This design comes from an exercise in tuning for small area, a short achievable clock period and few clock cycles per item on the open sky130 flow, not from production work. The RTL was checked by simulation tests, not by an equivalence proof against the original design.

$ cat flow/run.sh
#!/bin/bash
set -euo pipefail
bash standard.sh SETUP_SLACK_MARGIN=6.1 finish > flow_make.log 2>&1
$ cat standard.sh
#!/bin/bash
# synth_recipe.tcl (not shown) runs the flow's synth.tcl, then flattens the netlist and writes it again
# the make line also repeats each setting of config.mk as NAME=value (left out here)
make -C /OpenROAD-flow-scripts/flow DESIGN_CONFIG=/design/flow/config.mk WORK_HOME=/design/flow/orfs CLKGATE_MAP_FILE= SYNTH_SCRIPT=/design/flow/synth_recipe.tcl "${@:-finish}"
$ cat config.mk
export PLATFORM = sky130hd
export DESIGN_NAME = hilo_muldiv_ctrl
export DESIGN_NICKNAME = hilo_muldiv_ctrl
export VERILOG_FILES = /design/flow/design.v
export SDC_FILE = /design/flow/constraint.sdc
export NUM_CORES = 4
export LEC_CHECK = 0
export CAP_MARGIN = 20
export CORE_MARGIN = 2
export CORE_UTILIZATION = 40
export SLEW_MARGIN = 20
$ cat constraint.sdc
create_clock -name core_clock -period 11.0 [get_ports {clk}]
set_input_delay 2.2000 -clock core_clock [delete_from_list [all_inputs] [get_ports {clk}]]
set_output_delay 2.2000 -clock core_clock [all_outputs]
set_load 0.01 [all_outputs]
$ cat design.v
module hilo_muldiv_ctrl (
  input  logic        clk,
  input  logic        rst,
  input  logic        op_valid,
  input  logic [2:0]  op,
  input  logic [31:0] rs_data,
  input  logic [31:0] rt_data,
  input  logic        rd_req,
  input  logic        flush,
  output logic        op_ready,
  output logic        busy,
  output logic        stall,
  output logic        done,
  output logic [63:0] hilo_out
);
  logic [63:0] r_hilo;
  logic        r_busy, r_mul, r_prep, r_div, r_corr, r_fix, r_done;
  logic [32:0] r_x;       
  logic [31:0] r_q;       
  logic [33:0] r_acc;     
  logic [1:0]  r_cnt;     
  logic [4:0]  r_dcnt;    
  logic        r_last, r_sgn, r_qneg, r_rneg, r_u;
  logic [3:0]  r_one, r_two, r_neg;   
  logic w_acc, w_is_mul, w_is_div, w_sgn_in, w_na_in_n, w_nb_in_n;
  assign w_acc     = ~r_busy & op_valid & ~flush;
  assign w_is_mul  = (op == 3'd1) | (op == 3'd2);
  assign w_is_div  = (op == 3'd3) | (op == 3'd4);
  assign w_sgn_in  = (op == 3'd1) | (op == 3'd3);
  assign w_na_in_n = (op == 3'd3) & rs_data[31];
  assign w_nb_in_n = (op == 3'd3) & rt_data[31];
  function automatic logic [11:0] benc(input logic [8:0] b);   
    logic [3:0] one, two, neg;
    for (int m = 0; m < 4; m++) begin
      one[m] = b[2*m+1] ^ b[2*m];
      two[m] = (b[2*m+2] & ~b[2*m+1] & ~b[2*m]) | (~b[2*m+2] & b[2*m+1] & b[2*m]);
      neg[m] = b[2*m+2] & ~(b[2*m+1] & b[2*m]);
    end
    benc = {neg, two, one};
  endfunction
  logic [33:0] w_xe;
  assign w_xe = {r_x[32], r_x};
  logic [33:0] w_pp0, w_pp1, w_pp2, w_pp3;
  assign w_pp0 = ({34{r_one[0]}} & w_xe | {34{r_two[0]}} & {w_xe[32:0], 1'b0}) ^ {34{r_neg[0]}};
  assign w_pp1 = ({34{r_one[1]}} & w_xe | {34{r_two[1]}} & {w_xe[32:0], 1'b0}) ^ {34{r_neg[1]}};
  assign w_pp2 = ({34{r_one[2]}} & w_xe | {34{r_two[2]}} & {w_xe[32:0], 1'b0}) ^ {34{r_neg[2]}};
  assign w_pp3 = ({34{r_one[3]}} & w_xe | {34{r_two[3]}} & {w_xe[32:0], 1'b0}) ^ {34{r_neg[3]}};
  logic [3:0]  w_neg;
  assign w_neg = r_neg;
  logic [32:0] w_ur;
  assign w_ur = {33{r_u}} & r_x;
  logic [42-1:0] w_ta, w_tb, w_p;
  wire t0_s = r_acc[4] ^ w_pp0[4];
  wire t0_c = r_acc[4] & w_pp0[4];
  wire t1_s = r_acc[5] ^ w_pp0[5];
  wire t1_c = r_acc[5] & w_pp0[5];
  wire t2_s = r_acc[6] ^ w_pp0[6] ^ w_pp1[4];
  wire t2_c = (r_acc[6] & w_pp0[6]) | (w_pp1[4] & (r_acc[6] ^ w_pp0[6]));
  wire t3_s = w_pp2[2] ^ w_pp3[0];
  wire t3_c = w_pp2[2] & w_pp3[0];
  wire t4_s = r_acc[7] ^ w_pp0[7] ^ w_pp1[5];
  wire t4_c = (r_acc[7] & w_pp0[7]) | (w_pp1[5] & (r_acc[7] ^ w_pp0[7]));
  wire t5_s = w_pp2[3] ^ w_pp3[1];
  wire t5_c = w_pp2[3] & w_pp3[1];
  wire t6_s = r_acc[8] ^ w_pp0[8] ^ w_pp1[6];
  wire t6_c = (r_acc[8] & w_pp0[8]) | (w_pp1[6] & (r_acc[8] ^ w_pp0[8]));
  wire t7_s = w_pp2[4] ^ w_pp3[2] ^ w_ur[0];
  wire t7_c = (w_pp2[4] & w_pp3[2]) | (w_ur[0] & (w_pp2[4] ^ w_pp3[2]));
  wire t8_s = r_acc[9] ^ w_pp0[9] ^ w_pp1[7];
  wire t8_c = (r_acc[9] & w_pp0[9]) | (w_pp1[7] & (r_acc[9] ^ w_pp0[9]));
  wire t9_s = w_pp2[5] ^ w_pp3[3] ^ w_ur[1];
  wire t9_c = (w_pp2[5] & w_pp3[3]) | (w_ur[1] & (w_pp2[5] ^ w_pp3[3]));
  wire t10_s = r_acc[10] ^ w_pp0[10] ^ w_pp1[8];
  wire t10_c = (r_acc[10] & w_pp0[10]) | (w_pp1[8] & (r_acc[10] ^ w_pp0[10]));
  wire t11_s = w_pp2[6] ^ w_pp3[4] ^ w_ur[2];
  wire t11_c = (w_pp2[6] & w_pp3[4]) | (w_ur[2] & (w_pp2[6] ^ w_pp3[4]));
  wire t12_s = r_acc[11] ^ w_pp0[11] ^ w_pp1[9];
  wire t12_c = (r_acc[11] & w_pp0[11]) | (w_pp1[9] & (r_acc[11] ^ w_pp0[11]));
  wire t13_s = w_pp2[7] ^ w_pp3[5] ^ w_ur[3];
  wire t13_c = (w_pp2[7] & w_pp3[5]) | (w_ur[3] & (w_pp2[7] ^ w_pp3[5]));
  wire t14_s = r_acc[12] ^ w_pp0[12] ^ w_pp1[10];
  wire t14_c = (r_acc[12] & w_pp0[12]) | (w_pp1[10] & (r_acc[12] ^ w_pp0[12]));
  wire t15_s = w_pp2[8] ^ w_pp3[6] ^ w_ur[4];
  wire t15_c = (w_pp2[8] & w_pp3[6]) | (w_ur[4] & (w_pp2[8] ^ w_pp3[6]));
  wire t16_s = r_acc[13] ^ w_pp0[13] ^ w_pp1[11];
  wire t16_c = (r_acc[13] & w_pp0[13]) | (w_pp1[11] & (r_acc[13] ^ w_pp0[13]));
  wire t17_s = w_pp2[9] ^ w_pp3[7] ^ w_ur[5];
  wire t17_c = (w_pp2[9] & w_pp3[7]) | (w_ur[5] & (w_pp2[9] ^ w_pp3[7]));
  wire t18_s = r_acc[14] ^ w_pp0[14] ^ w_pp1[12];
  wire t18_c = (r_acc[14] & w_pp0[14]) | (w_pp1[12] & (r_acc[14] ^ w_pp0[14]));
  wire t19_s = w_pp2[10] ^ w_pp3[8] ^ w_ur[6];
  wire t19_c = (w_pp2[10] & w_pp3[8]) | (w_ur[6] & (w_pp2[10] ^ w_pp3[8]));
  wire t20_s = r_acc[15] ^ w_pp0[15] ^ w_pp1[13];
  wire t20_c = (r_acc[15] & w_pp0[15]) | (w_pp1[13] & (r_acc[15] ^ w_pp0[15]));
  wire t21_s = w_pp2[11] ^ w_pp3[9] ^ w_ur[7];
  wire t21_c = (w_pp2[11] & w_pp3[9]) | (w_ur[7] & (w_pp2[11] ^ w_pp3[9]));
  wire t22_s = r_acc[16] ^ w_pp0[16] ^ w_pp1[14];
  wire t22_c = (r_acc[16] & w_pp0[16]) | (w_pp1[14] & (r_acc[16] ^ w_pp0[16]));
  wire t23_s = w_pp2[12] ^ w_pp3[10] ^ w_ur[8];
  wire t23_c = (w_pp2[12] & w_pp3[10]) | (w_ur[8] & (w_pp2[12] ^ w_pp3[10]));
  wire t24_s = r_acc[17] ^ w_pp0[17] ^ w_pp1[15];
  wire t24_c = (r_acc[17] & w_pp0[17]) | (w_pp1[15] & (r_acc[17] ^ w_pp0[17]));
  wire t25_s = w_pp2[13] ^ w_pp3[11] ^ w_ur[9];
  wire t25_c = (w_pp2[13] & w_pp3[11]) | (w_ur[9] & (w_pp2[13] ^ w_pp3[11]));
  wire t26_s = r_acc[18] ^ w_pp0[18] ^ w_pp1[16];
  wire t26_c = (r_acc[18] & w_pp0[18]) | (w_pp1[16] & (r_acc[18] ^ w_pp0[18]));
  wire t27_s = w_pp2[14] ^ w_pp3[12] ^ w_ur[10];
  wire t27_c = (w_pp2[14] & w_pp3[12]) | (w_ur[10] & (w_pp2[14] ^ w_pp3[12]));
  wire t28_s = r_acc[19] ^ w_pp0[19] ^ w_pp1[17];
  wire t28_c = (r_acc[19] & w_pp0[19]) | (w_pp1[17] & (r_acc[19] ^ w_pp0[19]));
  wire t29_s = w_pp2[15] ^ w_pp3[13] ^ w_ur[11];
  wire t29_c = (w_pp2[15] & w_pp3[13]) | (w_ur[11] & (w_pp2[15] ^ w_pp3[13]));
  wire t30_s = r_acc[20] ^ w_pp0[20] ^ w_pp1[18];
  wire t30_c = (r_acc[20] & w_pp0[20]) | (w_pp1[18] & (r_acc[20] ^ w_pp0[20]));
  wire t31_s = w_pp2[16] ^ w_pp3[14] ^ w_ur[12];
  wire t31_c = (w_pp2[16] & w_pp3[14]) | (w_ur[12] & (w_pp2[16] ^ w_pp3[14]));
  wire t32_s = r_acc[21] ^ w_pp0[21] ^ w_pp1[19];
  wire t32_c = (r_acc[21] & w_pp0[21]) | (w_pp1[19] & (r_acc[21] ^ w_pp0[21]));
  wire t33_s = w_pp2[17] ^ w_pp3[15] ^ w_ur[13];
  wire t33_c = (w_pp2[17] & w_pp3[15]) | (w_ur[13] & (w_pp2[17] ^ w_pp3[15]));
  wire t34_s = r_acc[22] ^ w_pp0[22] ^ w_pp1[20];
  wire t34_c = (r_acc[22] & w_pp0[22]) | (w_pp1[20] & (r_acc[22] ^ w_pp0[22]));
  wire t35_s = w_pp2[18] ^ w_pp3[16] ^ w_ur[14];
  wire t35_c = (w_pp2[18] & w_pp3[16]) | (w_ur[14] & (w_pp2[18] ^ w_pp3[16]));
  wire t36_s = r_acc[23] ^ w_pp0[23] ^ w_pp1[21];
  wire t36_c = (r_acc[23] & w_pp0[23]) | (w_pp1[21] & (r_acc[23] ^ w_pp0[23]));
  wire t37_s = w_pp2[19] ^ w_pp3[17] ^ w_ur[15];
  wire t37_c = (w_pp2[19] & w_pp3[17]) | (w_ur[15] & (w_pp2[19] ^ w_pp3[17]));
  wire t38_s = r_acc[24] ^ w_pp0[24] ^ w_pp1[22];
  wire t38_c = (r_acc[24] & w_pp0[24]) | (w_pp1[22] & (r_acc[24] ^ w_pp0[24]));
  wire t39_s = w_pp2[20] ^ w_pp3[18] ^ w_ur[16];
  wire t39_c = (w_pp2[20] & w_pp3[18]) | (w_ur[16] & (w_pp2[20] ^ w_pp3[18]));
  wire t40_s = r_acc[25] ^ w_pp0[25] ^ w_pp1[23];
  wire t40_c = (r_acc[25] & w_pp0[25]) | (w_pp1[23] & (r_acc[25] ^ w_pp0[25]));
  wire t41_s = w_pp2[21] ^ w_pp3[19] ^ w_ur[17];
  wire t41_c = (w_pp2[21] & w_pp3[19]) | (w_ur[17] & (w_pp2[21] ^ w_pp3[19]));
  wire t42_s = r_acc[26] ^ w_pp0[26] ^ w_pp1[24];
  wire t42_c = (r_acc[26] & w_pp0[26]) | (w_pp1[24] & (r_acc[26] ^ w_pp0[26]));
  wire t43_s = w_pp2[22] ^ w_pp3[20] ^ w_ur[18];
  wire t43_c = (w_pp2[22] & w_pp3[20]) | (w_ur[18] & (w_pp2[22] ^ w_pp3[20]));
  wire t44_s = r_acc[27] ^ w_pp0[27] ^ w_pp1[25];
  wire t44_c = (r_acc[27] & w_pp0[27]) | (w_pp1[25] & (r_acc[27] ^ w_pp0[27]));
  wire t45_s = w_pp2[23] ^ w_pp3[21] ^ w_ur[19];
  wire t45_c = (w_pp2[23] & w_pp3[21]) | (w_ur[19] & (w_pp2[23] ^ w_pp3[21]));
  wire t46_s = r_acc[28] ^ w_pp0[28] ^ w_pp1[26];
  wire t46_c = (r_acc[28] & w_pp0[28]) | (w_pp1[26] & (r_acc[28] ^ w_pp0[28]));
  wire t47_s = w_pp2[24] ^ w_pp3[22] ^ w_ur[20];
  wire t47_c = (w_pp2[24] & w_pp3[22]) | (w_ur[20] & (w_pp2[24] ^ w_pp3[22]));
  wire t48_s = r_acc[29] ^ w_pp0[29] ^ w_pp1[27];
  wire t48_c = (r_acc[29] & w_pp0[29]) | (w_pp1[27] & (r_acc[29] ^ w_pp0[29]));
  wire t49_s = w_pp2[25] ^ w_pp3[23] ^ w_ur[21];
  wire t49_c = (w_pp2[25] & w_pp3[23]) | (w_ur[21] & (w_pp2[25] ^ w_pp3[23]));
  wire t50_s = r_acc[30] ^ w_pp0[30] ^ w_pp1[28];
  wire t50_c = (r_acc[30] & w_pp0[30]) | (w_pp1[28] & (r_acc[30] ^ w_pp0[30]));
  wire t51_s = w_pp2[26] ^ w_pp3[24] ^ w_ur[22];
  wire t51_c = (w_pp2[26] & w_pp3[24]) | (w_ur[22] & (w_pp2[26] ^ w_pp3[24]));
  wire t52_s = r_acc[31] ^ w_pp0[31] ^ w_pp1[29];
  wire t52_c = (r_acc[31] & w_pp0[31]) | (w_pp1[29] & (r_acc[31] ^ w_pp0[31]));
  wire t53_s = w_pp2[27] ^ w_pp3[25] ^ w_ur[23];
  wire t53_c = (w_pp2[27] & w_pp3[25]) | (w_ur[23] & (w_pp2[27] ^ w_pp3[25]));
  wire t54_s = r_acc[32] ^ w_pp0[32] ^ w_pp1[30];
  wire t54_c = (r_acc[32] & w_pp0[32]) | (w_pp1[30] & (r_acc[32] ^ w_pp0[32]));
  wire t55_s = w_pp2[28] ^ w_pp3[26] ^ w_ur[24];
  wire t55_c = (w_pp2[28] & w_pp3[26]) | (w_ur[24] & (w_pp2[28] ^ w_pp3[26]));
  wire t56_s = ~r_acc[33] ^ ~w_pp0[33] ^ w_pp1[31];
  wire t56_c = (~r_acc[33] & ~w_pp0[33]) | (w_pp1[31] & (~r_acc[33] ^ ~w_pp0[33]));
  wire t57_s = w_pp2[29] ^ w_pp3[27] ^ w_ur[25];
  wire t57_c = (w_pp2[29] & w_pp3[27]) | (w_ur[25] & (w_pp2[29] ^ w_pp3[27]));
  wire t58_s = w_pp1[32] ^ w_pp2[30] ^ w_pp3[28];
  wire t58_c = (w_pp1[32] & w_pp2[30]) | (w_pp3[28] & (w_pp1[32] ^ w_pp2[30]));
  wire t59_s = w_ur[26] ^ 1'b1;
  wire t59_c = w_ur[26] & 1'b1;
  wire t60_s = ~w_pp1[33] ^ w_pp2[31] ^ w_pp3[29];
  wire t60_c = (~w_pp1[33] & w_pp2[31]) | (w_pp3[29] & (~w_pp1[33] ^ w_pp2[31]));
  wire t61_s = w_pp2[32] ^ w_pp3[30];
  wire t61_c = w_pp2[32] & w_pp3[30];
  wire t62_s = r_acc[2] ^ w_pp0[2];
  wire t62_c = r_acc[2] & w_pp0[2];
  wire t63_s = r_acc[3] ^ w_pp0[3];
  wire t63_c = r_acc[3] & w_pp0[3];
  wire t64_s = t0_s ^ w_pp1[2] ^ w_pp2[0];
  wire t64_c = (t0_s & w_pp1[2]) | (w_pp2[0] & (t0_s ^ w_pp1[2]));
  wire t65_s = t0_c ^ t1_s ^ w_pp1[3];
  wire t65_c = (t0_c & t1_s) | (w_pp1[3] & (t0_c ^ t1_s));
  wire t66_s = t1_c ^ t2_s ^ t3_s;
  wire t66_c = (t1_c & t2_s) | (t3_s & (t1_c ^ t2_s));
  wire t67_s = t2_c ^ t3_c ^ t4_s;
  wire t67_c = (t2_c & t3_c) | (t4_s & (t2_c ^ t3_c));
  wire t68_s = t4_c ^ t5_c ^ t6_s;
  wire t68_c = (t4_c & t5_c) | (t6_s & (t4_c ^ t5_c));
  wire t69_s = t6_c ^ t7_c ^ t8_s;
  wire t69_c = (t6_c & t7_c) | (t8_s & (t6_c ^ t7_c));
  wire t70_s = t8_c ^ t9_c ^ t10_s;
  wire t70_c = (t8_c & t9_c) | (t10_s & (t8_c ^ t9_c));
  wire t71_s = t10_c ^ t11_c ^ t12_s;
  wire t71_c = (t10_c & t11_c) | (t12_s & (t10_c ^ t11_c));
  wire t72_s = t12_c ^ t13_c ^ t14_s;
  wire t72_c = (t12_c & t13_c) | (t14_s & (t12_c ^ t13_c));
  wire t73_s = t14_c ^ t15_c ^ t16_s;
  wire t73_c = (t14_c & t15_c) | (t16_s & (t14_c ^ t15_c));
  wire t74_s = t16_c ^ t17_c ^ t18_s;
  wire t74_c = (t16_c & t17_c) | (t18_s & (t16_c ^ t17_c));
  wire t75_s = t18_c ^ t19_c ^ t20_s;
  wire t75_c = (t18_c & t19_c) | (t20_s & (t18_c ^ t19_c));
  wire t76_s = t20_c ^ t21_c ^ t22_s;
  wire t76_c = (t20_c & t21_c) | (t22_s & (t20_c ^ t21_c));
  wire t77_s = t22_c ^ t23_c ^ t24_s;
  wire t77_c = (t22_c & t23_c) | (t24_s & (t22_c ^ t23_c));
  wire t78_s = t24_c ^ t25_c ^ t26_s;
  wire t78_c = (t24_c & t25_c) | (t26_s & (t24_c ^ t25_c));
  wire t79_s = t26_c ^ t27_c ^ t28_s;
  wire t79_c = (t26_c & t27_c) | (t28_s & (t26_c ^ t27_c));
  wire t80_s = t28_c ^ t29_c ^ t30_s;
  wire t80_c = (t28_c & t29_c) | (t30_s & (t28_c ^ t29_c));
  wire t81_s = t30_c ^ t31_c ^ t32_s;
  wire t81_c = (t30_c & t31_c) | (t32_s & (t30_c ^ t31_c));
  wire t82_s = t32_c ^ t33_c ^ t34_s;
  wire t82_c = (t32_c & t33_c) | (t34_s & (t32_c ^ t33_c));
  wire t83_s = t34_c ^ t35_c ^ t36_s;
  wire t83_c = (t34_c & t35_c) | (t36_s & (t34_c ^ t35_c));
  wire t84_s = t36_c ^ t37_c ^ t38_s;
  wire t84_c = (t36_c & t37_c) | (t38_s & (t36_c ^ t37_c));
  wire t85_s = t38_c ^ t39_c ^ t40_s;
  wire t85_c = (t38_c & t39_c) | (t40_s & (t38_c ^ t39_c));
  wire t86_s = t40_c ^ t41_c ^ t42_s;
  wire t86_c = (t40_c & t41_c) | (t42_s & (t40_c ^ t41_c));
  wire t87_s = t42_c ^ t43_c ^ t44_s;
  wire t87_c = (t42_c & t43_c) | (t44_s & (t42_c ^ t43_c));
  wire t88_s = t44_c ^ t45_c ^ t46_s;
  wire t88_c = (t44_c & t45_c) | (t46_s & (t44_c ^ t45_c));
  wire t89_s = t46_c ^ t47_c ^ t48_s;
  wire t89_c = (t46_c & t47_c) | (t48_s & (t46_c ^ t47_c));
  wire t90_s = t48_c ^ t49_c ^ t50_s;
  wire t90_c = (t48_c & t49_c) | (t50_s & (t48_c ^ t49_c));
  wire t91_s = t50_c ^ t51_c ^ t52_s;
  wire t91_c = (t50_c & t51_c) | (t52_s & (t50_c ^ t51_c));
  wire t92_s = t52_c ^ t53_c ^ t54_s;
  wire t92_c = (t52_c & t53_c) | (t54_s & (t52_c ^ t53_c));
  wire t93_s = t54_c ^ t55_c ^ t56_s;
  wire t93_c = (t54_c & t55_c) | (t56_s & (t54_c ^ t55_c));
  wire t94_s = t56_c ^ t57_c ^ t58_s;
  wire t94_c = (t56_c & t57_c) | (t58_s & (t56_c ^ t57_c));
  wire t95_s = t58_c ^ t59_c ^ t60_s;
  wire t95_c = (t58_c & t59_c) | (t60_s & (t58_c ^ t59_c));
  wire t96_s = t60_c ^ t61_s ^ w_ur[28];
  wire t96_c = (t60_c & t61_s) | (w_ur[28] & (t60_c ^ t61_s));
  wire t97_s = t61_c ^ ~w_pp2[33] ^ w_pp3[31];
  wire t97_c = (t61_c & ~w_pp2[33]) | (w_pp3[31] & (t61_c ^ ~w_pp2[33]));
  wire t98_s = w_pp3[32] ^ w_ur[30];
  wire t98_c = w_pp3[32] & w_ur[30];
  wire t99_s = r_acc[0] ^ w_pp0[0];
  wire t99_c = r_acc[0] & w_pp0[0];
  wire t100_s = r_acc[1] ^ w_pp0[1];
  wire t100_c = r_acc[1] & w_pp0[1];
  wire t101_s = t62_s ^ w_pp1[0] ^ w_neg[1];
  wire t101_c = (t62_s & w_pp1[0]) | (w_neg[1] & (t62_s ^ w_pp1[0]));
  wire t102_s = t62_c ^ t63_s ^ w_pp1[1];
  wire t102_c = (t62_c & t63_s) | (w_pp1[1] & (t62_c ^ t63_s));
  wire t103_s = t63_c ^ t64_s ^ w_neg[2];
  wire t103_c = (t63_c & t64_s) | (w_neg[2] & (t63_c ^ t64_s));
  wire t104_s = t64_c ^ t65_s ^ w_pp2[1];
  wire t104_c = (t64_c & t65_s) | (w_pp2[1] & (t64_c ^ t65_s));
  wire t105_s = t65_c ^ t66_s ^ w_neg[3];
  wire t105_c = (t65_c & t66_s) | (w_neg[3] & (t65_c ^ t66_s));
  wire t106_s = t66_c ^ t67_s ^ t5_s;
  wire t106_c = (t66_c & t67_s) | (t5_s & (t66_c ^ t67_s));
  wire t107_s = t67_c ^ t68_s ^ t7_s;
  wire t107_c = (t67_c & t68_s) | (t7_s & (t67_c ^ t68_s));
  wire t108_s = t68_c ^ t69_s ^ t9_s;
  wire t108_c = (t68_c & t69_s) | (t9_s & (t68_c ^ t69_s));
  wire t109_s = t69_c ^ t70_s ^ t11_s;
  wire t109_c = (t69_c & t70_s) | (t11_s & (t69_c ^ t70_s));
  wire t110_s = t70_c ^ t71_s ^ t13_s;
  wire t110_c = (t70_c & t71_s) | (t13_s & (t70_c ^ t71_s));
  wire t111_s = t71_c ^ t72_s ^ t15_s;
  wire t111_c = (t71_c & t72_s) | (t15_s & (t71_c ^ t72_s));
  wire t112_s = t72_c ^ t73_s ^ t17_s;
  wire t112_c = (t72_c & t73_s) | (t17_s & (t72_c ^ t73_s));
  wire t113_s = t73_c ^ t74_s ^ t19_s;
  wire t113_c = (t73_c & t74_s) | (t19_s & (t73_c ^ t74_s));
  wire t114_s = t74_c ^ t75_s ^ t21_s;
  wire t114_c = (t74_c & t75_s) | (t21_s & (t74_c ^ t75_s));
  wire t115_s = t75_c ^ t76_s ^ t23_s;
  wire t115_c = (t75_c & t76_s) | (t23_s & (t75_c ^ t76_s));
  wire t116_s = t76_c ^ t77_s ^ t25_s;
  wire t116_c = (t76_c & t77_s) | (t25_s & (t76_c ^ t77_s));
  wire t117_s = t77_c ^ t78_s ^ t27_s;
  wire t117_c = (t77_c & t78_s) | (t27_s & (t77_c ^ t78_s));
  wire t118_s = t78_c ^ t79_s ^ t29_s;
  wire t118_c = (t78_c & t79_s) | (t29_s & (t78_c ^ t79_s));
  wire t119_s = t79_c ^ t80_s ^ t31_s;
  wire t119_c = (t79_c & t80_s) | (t31_s & (t79_c ^ t80_s));
  wire t120_s = t80_c ^ t81_s ^ t33_s;
  wire t120_c = (t80_c & t81_s) | (t33_s & (t80_c ^ t81_s));
  wire t121_s = t81_c ^ t82_s ^ t35_s;
  wire t121_c = (t81_c & t82_s) | (t35_s & (t81_c ^ t82_s));
  wire t122_s = t82_c ^ t83_s ^ t37_s;
  wire t122_c = (t82_c & t83_s) | (t37_s & (t82_c ^ t83_s));
  wire t123_s = t83_c ^ t84_s ^ t39_s;
  wire t123_c = (t83_c & t84_s) | (t39_s & (t83_c ^ t84_s));
  wire t124_s = t84_c ^ t85_s ^ t41_s;
  wire t124_c = (t84_c & t85_s) | (t41_s & (t84_c ^ t85_s));
  wire t125_s = t85_c ^ t86_s ^ t43_s;
  wire t125_c = (t85_c & t86_s) | (t43_s & (t85_c ^ t86_s));
  wire t126_s = t86_c ^ t87_s ^ t45_s;
  wire t126_c = (t86_c & t87_s) | (t45_s & (t86_c ^ t87_s));
  wire t127_s = t87_c ^ t88_s ^ t47_s;
  wire t127_c = (t87_c & t88_s) | (t47_s & (t87_c ^ t88_s));
  wire t128_s = t88_c ^ t89_s ^ t49_s;
  wire t128_c = (t88_c & t89_s) | (t49_s & (t88_c ^ t89_s));
  wire t129_s = t89_c ^ t90_s ^ t51_s;
  wire t129_c = (t89_c & t90_s) | (t51_s & (t89_c ^ t90_s));
  wire t130_s = t90_c ^ t91_s ^ t53_s;
  wire t130_c = (t90_c & t91_s) | (t53_s & (t90_c ^ t91_s));
  wire t131_s = t91_c ^ t92_s ^ t55_s;
  wire t131_c = (t91_c & t92_s) | (t55_s & (t91_c ^ t92_s));
  wire t132_s = t92_c ^ t93_s ^ t57_s;
  wire t132_c = (t92_c & t93_s) | (t57_s & (t92_c ^ t93_s));
  wire t133_s = t93_c ^ t94_s ^ t59_s;
  wire t133_c = (t93_c & t94_s) | (t59_s & (t93_c ^ t94_s));
  wire t134_s = t94_c ^ t95_s ^ w_ur[27];
  wire t134_c = (t94_c & t95_s) | (w_ur[27] & (t94_c ^ t95_s));
  wire t135_s = t95_c ^ t96_s ^ 1'b1;
  wire t135_c = (t95_c & t96_s) | (1'b1 & (t95_c ^ t96_s));
  wire t136_s = t96_c ^ t97_s ^ w_ur[29];
  wire t136_c = (t96_c & t97_s) | (w_ur[29] & (t96_c ^ t97_s));
  wire t137_s = t97_c ^ t98_s ^ 1'b1;
  wire t137_c = (t97_c & t98_s) | (1'b1 & (t97_c ^ t98_s));
  wire t138_s = t98_c ^ ~w_pp3[33] ^ w_ur[31];
  wire t138_c = (t98_c & ~w_pp3[33]) | (w_ur[31] & (t98_c ^ ~w_pp3[33]));
  assign w_ta = {1'b1, t138_c, t137_c, t136_c, t135_c, t134_c, t133_c, t132_c, t131_c, t130_c, t129_c, t128_c, t127_c, t126_c, t125_c, t124_c, t123_c, t122_c, t121_c, t120_c, t119_c, t118_c, t117_c, t116_c, t115_c, t114_c, t113_c, t112_c, t111_c, t110_c, t109_c, t108_c, t107_c, t106_c, t105_c, t104_c, t103_c, t102_c, t101_c, t100_c, t99_c, t99_s};
  assign w_tb = {1'b0, ~w_ur[32], t138_s, t137_s, t136_s, t135_s, t134_s, t133_s, t132_s, t131_s, t130_s, t129_s, t128_s, t127_s, t126_s, t125_s, t124_s, t123_s, t122_s, t121_s, t120_s, t119_s, t118_s, t117_s, t116_s, t115_s, t114_s, t113_s, t112_s, t111_s, t110_s, t109_s, t108_s, t107_s, t106_s, t105_s, t104_s, t103_s, t102_s, t101_s, t100_s, w_neg[0]};
  assign w_p = w_ta + w_tb;
  function automatic logic [31:0] cneg(input logic [31:0] v, input logic n);
    logic [31:0] o;
    o = v;
    for (int k = 1; k < 32; k = k * 2)
      for (int i = 31; i >= 0; i--)
        if ((i / k) % 2 == 1) o[i] = o[i] | o[(i / k) * k - 1];
    cneg = v ^ ({32{n}} & {o[30:0], 1'b0});
  endfunction
  logic [31:0] w_na, w_nb;
  assign w_na = cneg(r_busy ? r_acc[31:0] : rs_data, r_busy ? (r_fix & r_rneg) : w_na_in_n);
  assign w_nb = cneg(r_busy ? r_q : rt_data, r_busy ? r_qneg : w_nb_in_n);
  function automatic logic [5:0] lzc(input logic [31:0] v);
    logic [15:0] z1; logic [15:0] c1;
    logic [7:0]  z2; logic [15:0] c2;
    logic [3:0]  z3; logic [11:0] c3;
    logic [1:0]  z4; logic [7:0]  c4;
    for (int i = 0; i < 16; i++) begin
      z1[i] = ~(v[2*i+1] | v[2*i]);
      c1[i] = ~v[2*i+1];
    end
    for (int i = 0; i < 8; i++) begin
      z2[i] = z1[2*i+1] & z1[2*i];
      c2[2*i+:2] = z1[2*i+1] ? {1'b1, c1[2*i]} : {1'b0, c1[2*i+1]};
    end
    for (int i = 0; i < 4; i++) begin
      z3[i] = z2[2*i+1] & z2[2*i];
      c3[3*i+:3] = z2[2*i+1] ? {1'b1, c2[2*(2*i)+:2]} : {1'b0, c2[2*(2*i+1)+:2]};
    end
    for (int i = 0; i < 2; i++) begin
      z4[i] = z3[2*i+1] & z3[2*i];
      c4[4*i+:4] = z3[2*i+1] ? {1'b1, c3[3*(2*i)+:3]} : {1'b0, c3[3*(2*i+1)+:3]};
    end
    lzc = (z4[1] & z4[0]) ? 6'd32 : z4[1] ? {2'b01, c4[3:0]} : {2'b00, c4[7:4]};
  endfunction
  logic [5:0] w_za, w_zb;
  logic [4:0] w_sh;
  logic       w_bz, w_lt;
  assign w_za = lzc(r_q);
  assign w_zb = lzc(r_x[31:0]);
  assign w_bz = w_zb[5];
  assign w_lt = (w_za > w_zb);
  assign w_sh = w_zb[4:0] - w_za[4:0];
  logic w_ge;
  assign w_ge = ~w_p[33];
  logic w_mfin, w_pfin, w_dfin;
  assign w_mfin = r_mul & r_last;
  assign w_pfin = r_prep & (w_bz | w_lt);
  assign w_dfin = r_div & r_last;
  always_ff @(posedge clk) begin
    if (rst) begin
      r_busy <= 1'b0;
      r_mul  <= 1'b0;
      r_prep <= 1'b0;
      r_div  <= 1'b0;
      r_corr <= 1'b0;
      r_fix  <= 1'b0;
      r_done <= 1'b0;
      r_hilo <= '0;
    end else begin
      r_done <= ~flush & (w_mfin | w_pfin | r_fix);
      if (r_busy) begin
        if (flush | w_mfin | w_pfin | r_fix) begin
          r_busy <= 1'b0;
          r_mul  <= 1'b0;
          r_prep <= 1'b0;
          r_div  <= 1'b0;
          r_corr <= 1'b0;
          r_fix  <= 1'b0;
        end else begin
          if (r_prep) begin
            r_prep <= 1'b0;
            r_div  <= 1'b1;
          end
          if (w_dfin) begin
            r_div  <= 1'b0;
            r_corr <= ~w_ge;
            r_fix  <= w_ge;
          end
          if (r_corr) begin
            r_corr <= 1'b0;
            r_fix  <= 1'b1;
          end
        end
      end else if (w_acc) begin
        r_busy <= w_is_mul | w_is_div;
        r_mul  <= w_is_mul;
        r_prep <= w_is_div;
      end
      if (~flush) begin
        if (w_acc & (op == 3'd5)) r_hilo[63:32] <= rs_data;
        if (w_acc & (op == 3'd6)) r_hilo[31:0]  <= rs_data;
        if (w_mfin) r_hilo <= {w_p[39:8], w_p[7:0], r_q[31:8]};
        if (w_pfin | r_fix) r_hilo <= {w_na, r_fix ? w_nb : {32{w_bz}}};
      end
    end
  end
  always_ff @(posedge clk) begin
    if (~r_busy) begin
      r_x    <= {w_is_mul & w_sgn_in & rt_data[31], w_nb};
      r_q    <= w_na;
      r_acc  <= {2'b0, {32{w_is_div}} & rs_data};
      r_sgn  <= w_sgn_in;
      r_rneg <= w_na_in_n;
      r_qneg <= w_na_in_n ^ w_nb_in_n;
      r_cnt  <= 2'd3;
      r_last <= 1'b0;
      r_u    <= 1'b0;
      {r_neg, r_two, r_one} <= benc({rs_data[7:0], 1'b0});
    end else if (r_mul) begin
      r_q    <= {w_p[7:0], r_q[31:8]};
      r_acc  <= w_p[41:8];
      r_cnt  <= r_cnt - 2'd1;
      r_last <= (r_cnt == 2'd1);
      r_u    <= (r_cnt == 2'd1) & ~r_sgn & r_q[15];
      {r_neg, r_two, r_one} <= benc(r_q[15:7]);
    end else if (r_prep) begin
      r_x    <= {1'b0, r_x[31:0] << w_sh};
      r_acc  <= {2'b0, r_q};
      r_q    <= '0;
      r_dcnt <= w_sh;
      r_last <= (w_sh == 5'd0);
      {r_neg, r_two, r_one} <= {4'b0001, 4'b0000, 4'b0001};
    end else if (r_div) begin
      if (~r_last) r_x <= {1'b0, r_x[32:1]};
      r_acc    <= w_p[33:0];
      r_q      <= {r_q[30:0], w_ge};
      r_dcnt   <= r_dcnt - 5'd1;
      r_last   <= (r_dcnt == 5'd1);
      r_neg[0] <= w_ge;
    end else if (r_corr) begin
      r_acc  <= w_p[33:0];
    end
  end
  assign op_ready = ~r_busy;
  assign busy     = r_busy;
  assign stall    = r_busy & (op_valid | rd_req);
  assign done     = r_done;
  assign hilo_out = r_hilo;
endmodule
==> results.py <==
metrics = {
    "finish": {
        "drive_gt1_share_pct": 21.0,
        "syn_to_final_growth_pct": 27.0,
        "n_fill_cell": 5296,
        "fin_area_um2": 29300,
        "final_util_pct": 51.1,
        "fin_nets": 3259,
    },
    "clock_network": {
        "cts_tree": "done",
        "clock_latency_ps": 470,
        "numCtsBuffers": 17,
        "clk_pin_slew_worst_paths_ps": 80,
        "cts_sinks": 194,
        "htreeDepth": 4,
        "clk_path_buf_depth": 2,
        "cts-root-buf": "clkbuf_16",
    },
    "placement": {
        "io_buffers": 139,
        "dpl.hpwl_um": 74500,
        "gp_congestion": 0.998,
        "dpl-instance-area_um2": 24900,
    },
    "sta": {
        "fin_crit_ps": 5030,
        "setup_violations": 0,
        "grt_setup_unrepaired": "true",
        "final_hold_viol_count": 0,
        "slew_headroom_pct": 26.5,
        "worstMarginPinSlew_ps": 1100,
        "final.period_utilization_pct": 45.8,
        "slew_viol_final": 0,
        "max_clock_freq_mhz": 199,
        "finClkSkew_ps": 21.7,
        "fin_setup_tns_ps": 0,
        "whs_ps": 454,
    },
    "yosys": {
        "ys.flop_type": "edfxtp_1",
        "ys_types": 101,
        "synth.area.top_cells": "edfxtp_1, fa_1, dfxtp_1",
        "postSynthCellCount": 2807,
        "post_synth.cell_area_avg_um2": 8.23,
        "syn_area_um2": 23100,
        "ys_warn_count": 1,
        "synthArstFlopShare_pct": 0,
        "synth_edf_count": 117,
        "synth_top_area_share_pct": 15.2,
        "synth.largest_area_cell": "edfxtp_1",
        "ys_seq_area_share_pct": 21.9,
        "ys_seq_elements": 194,
        "syn-num-nets": 3079,
    },
    "global_route": {
        "grt-ovfl-total": 0,
        "grtUsageTotal_pct": 34.7,
        "grt_first_pass_wirelength_um": 155000,
        "grt_antenna_before_repair": 2,
        "grt_pass1_vias": 23000,
        "grt_max_degree": 69,
    },
    "route": {
        "vias": 24600,
        "routedWlPerCell_um": 28.7,
        "viasPerCell": 6.53,
        "wl_um": 108000,
        "drtIter0Drc": 3951,
        "remaining_drc_errors": 0,
        "route.antenna.remaining_nets": 0,
        "dr.pass1.iters": 7,
    },
    "critical_path": {
        "path_max_fanout": 5,
        "arrival_ps": 5220,
        "path_class": "reg -> reg",
        "worst-r2r-cell-count": 17,
        "cp_data_required_time_ps": 11180,
        "endpoint_kind": "register",
        "start_kind": "register",
    },
    "floorplan": {
        "fp.dieW_um": 244,
        "chipHeight_um": 244,
        "num_rows": 88,
        "io_pins": 140,
        "die-area_um2": 59700,
        "core-area_um2": 57400,
        "start_util_pct": 40.3,
    },
    "hold_path": {
        "whs_path_depth": 2,
        "min_path_type": "reg -> reg",
    },
    "status": {
        "outcome": "complete, no violations",
    },
    "job": {
        "drv_cap": 0,
    },
}
==> final cells by class <==
class | instances | area, um^2 | share of cell area, %
multi-input cells | 2190 | 18100 | 61.8
inverters | 167 | 636 | 2.17
repair buffers | 417 | 4020 | 13.7
flip-flops and latches | 194 | 5060 | 17.3
diodes | 2 | 5.00 | 0.0171
well taps | 765 | 957 | 3.26
clock buffers | 19 | 433 | 1.48
clock inverters | 13 | 104 | 0.354
==> sequential cells by signal (all words and copies together) (netlist names) <==
register,flops
r_x,33
r_mul,1
r_corr,1
r_u,1
r_two,4
r_fix,1
r_sgn,1
r_one,4
r_div,1
r_busy,1
r_hilo,64
r_prep,1
r_q,32
r_qneg,1
r_cnt,2
r_neg,4
r_dcnt,5
r_last,1
r_rneg,1
r_done,1
r_acc,34
==> synthesized netlist by cell type (all sizes together), types with 11 or more instances <==
cell type and number:
and2 12, mux4 16, edfxtp 117, a211oi 46, o31ai 16, nand2 311, buf 60, inv 166
a221oi 42, dfxtp 77, nor2 245, nor4 27, xor2 90, nor2b 15, a22oi 141, a31oi 26
or3 12, xnor2 175, fa 127, a222oi 13, nand3 33, o21ai 121, clkbuf 196, o221ai 13
nand2b 11, ha 73, o22ai 27, nand4 16, nor3 78, and3 14, o211ai 20, a21o 22
mux2 11, mux2i 91, a21oi 215
==> kinds of logic after synthesis <==
kind of cell               count (synthesis)  synth area share [%]
AOI/OAI and AO/OA                        807                  23.7
xor gates and xnor gates                 265                  10.1
adders and majority gates                200                  15.0
buffers and inverters                    423                  7.25
DFF                                      194                  21.9
muxes                                    118                  6.14
and+or+nand+nor                          800                  16.0
==> placed cells by master (no fill, tap or decap), types with 18 or more instances in the layout <==
cell             count
clkbuf_16           21
edfxtp_1           117
o21ai_0             75
o21ai_1             31
o22ai_1             26
a21oi_1            190
nand2_1            300
nor3_1              69
dfxtp_1             74
xnor2_2             21
a22oi_1            115
a21o_1              22
buf_4              221
a31oi_1             23
inv_1              153
a221oi_1            37
nand3_1             32
a22oi_2             26
xnor2_1            151
fa_1               115
nor2_1             234
ha_4                30
mux2i_1             83
buf_12              28
clkdlybuf4s50_1    134
xor2_1              75
a211oi_1            44
buf_6               20
ha_1                39
o211ai_1            18
==> per-stage QoR <==
stage	worst slack, ps	cells
floorplan	6100	2807
global placement	4860	3516
detailed placement	4700	3517
CTS	6020	3700
global route	5830	3765
finish	5970	3767
==> per-layer routing <==
| layer | vias to the layer above | track usage, % | routed length, um |
|---|---|---|---|
| met1 | 12000 | 47.7 | 42500 |
| met5 | - | 0 | 0 |
| met2 | 1788 | 50.9 | 45400 |
| met4 | 0 | 20.2 | 7790 |
| li1 | 10400 | - | - |
| met3 | 356 | 6.47 | 12400 |
==> what timing repair did <==
| item | CTS | global route |
|---|---|---|
| setup buffers | 150 | 61 |
| cloned | 1 | 4 |
| hold buffers | 0 | 0 |
| gates resized for setup | 171 | 200 |
| pin swaps | 69 | 100 |
| endpoints found under the setup margin | 140 | 131 |
==> worst paths after layout <==
path	from	to	slack, ps
max reg2reg	r_x[9]$_DFFE_PP_	r_acc[26]$_DFFE_PP_	5970
min reg2reg	r_hilo[61]$_SDFFE_PP0P_	r_hilo[61]$_SDFFE_PP0P_	450
max	r_x[9]$_DFFE_PP_	r_acc[26]$_DFFE_PP_	5970
min	r_hilo[61]$_SDFFE_PP0P_	r_hilo[61]$_SDFFE_PP0P_	450
==> critical path, cell delays in order, from the launching register on <==
cell      delay (ps)
edfxtp_1         520
buf_6            190
a22oi_2          200
xnor2_1          180
fa_1             480
fa_1             500
fa_1             560
ha_4             360
and3_4           230
buf_4            120
a41oi_4          150
o21a_4           260
o31ai_4          220
buf_12           160
buf_12           100
xor2_4            70
a222oi_1         340
o21ai_1          130
Testbench counts, summed over its fixed seeds: cycles 15,934, ops 3,200.

port drivers added, routing unchanged:
Ports are ideal in the flow. The routed layout listed here was re-timed in OpenROAD. Step 1: set_driving_cell puts a clkbuf_16 on clk and a buf_2 on each other input, an assumption about the parent block. Step 2 adds t to the input delays and takes it off the output delays; t is the mean of the earliest and latest rising clock arrival at the registers after step 1. Input paths then give back, and output paths get back, about the clock's delay inside the block. Three values: ideal ports, drivers, drivers and shift; two values: the first two.
shift t [ns]: 0.513
setup slack, ns: 5.966 / 5.966 / 5.641
hold WS [ns]: 0.454 / 0.454 / 0.454
worst register clock-pin slew, ns: 0.09 / 0.09
pins driven straight from the clock port: 1
After both steps setup and hold are still met in this run. For this run, drivers alone change the setup slack by 0.000 ns; drivers and shift together by -0.325 ns.
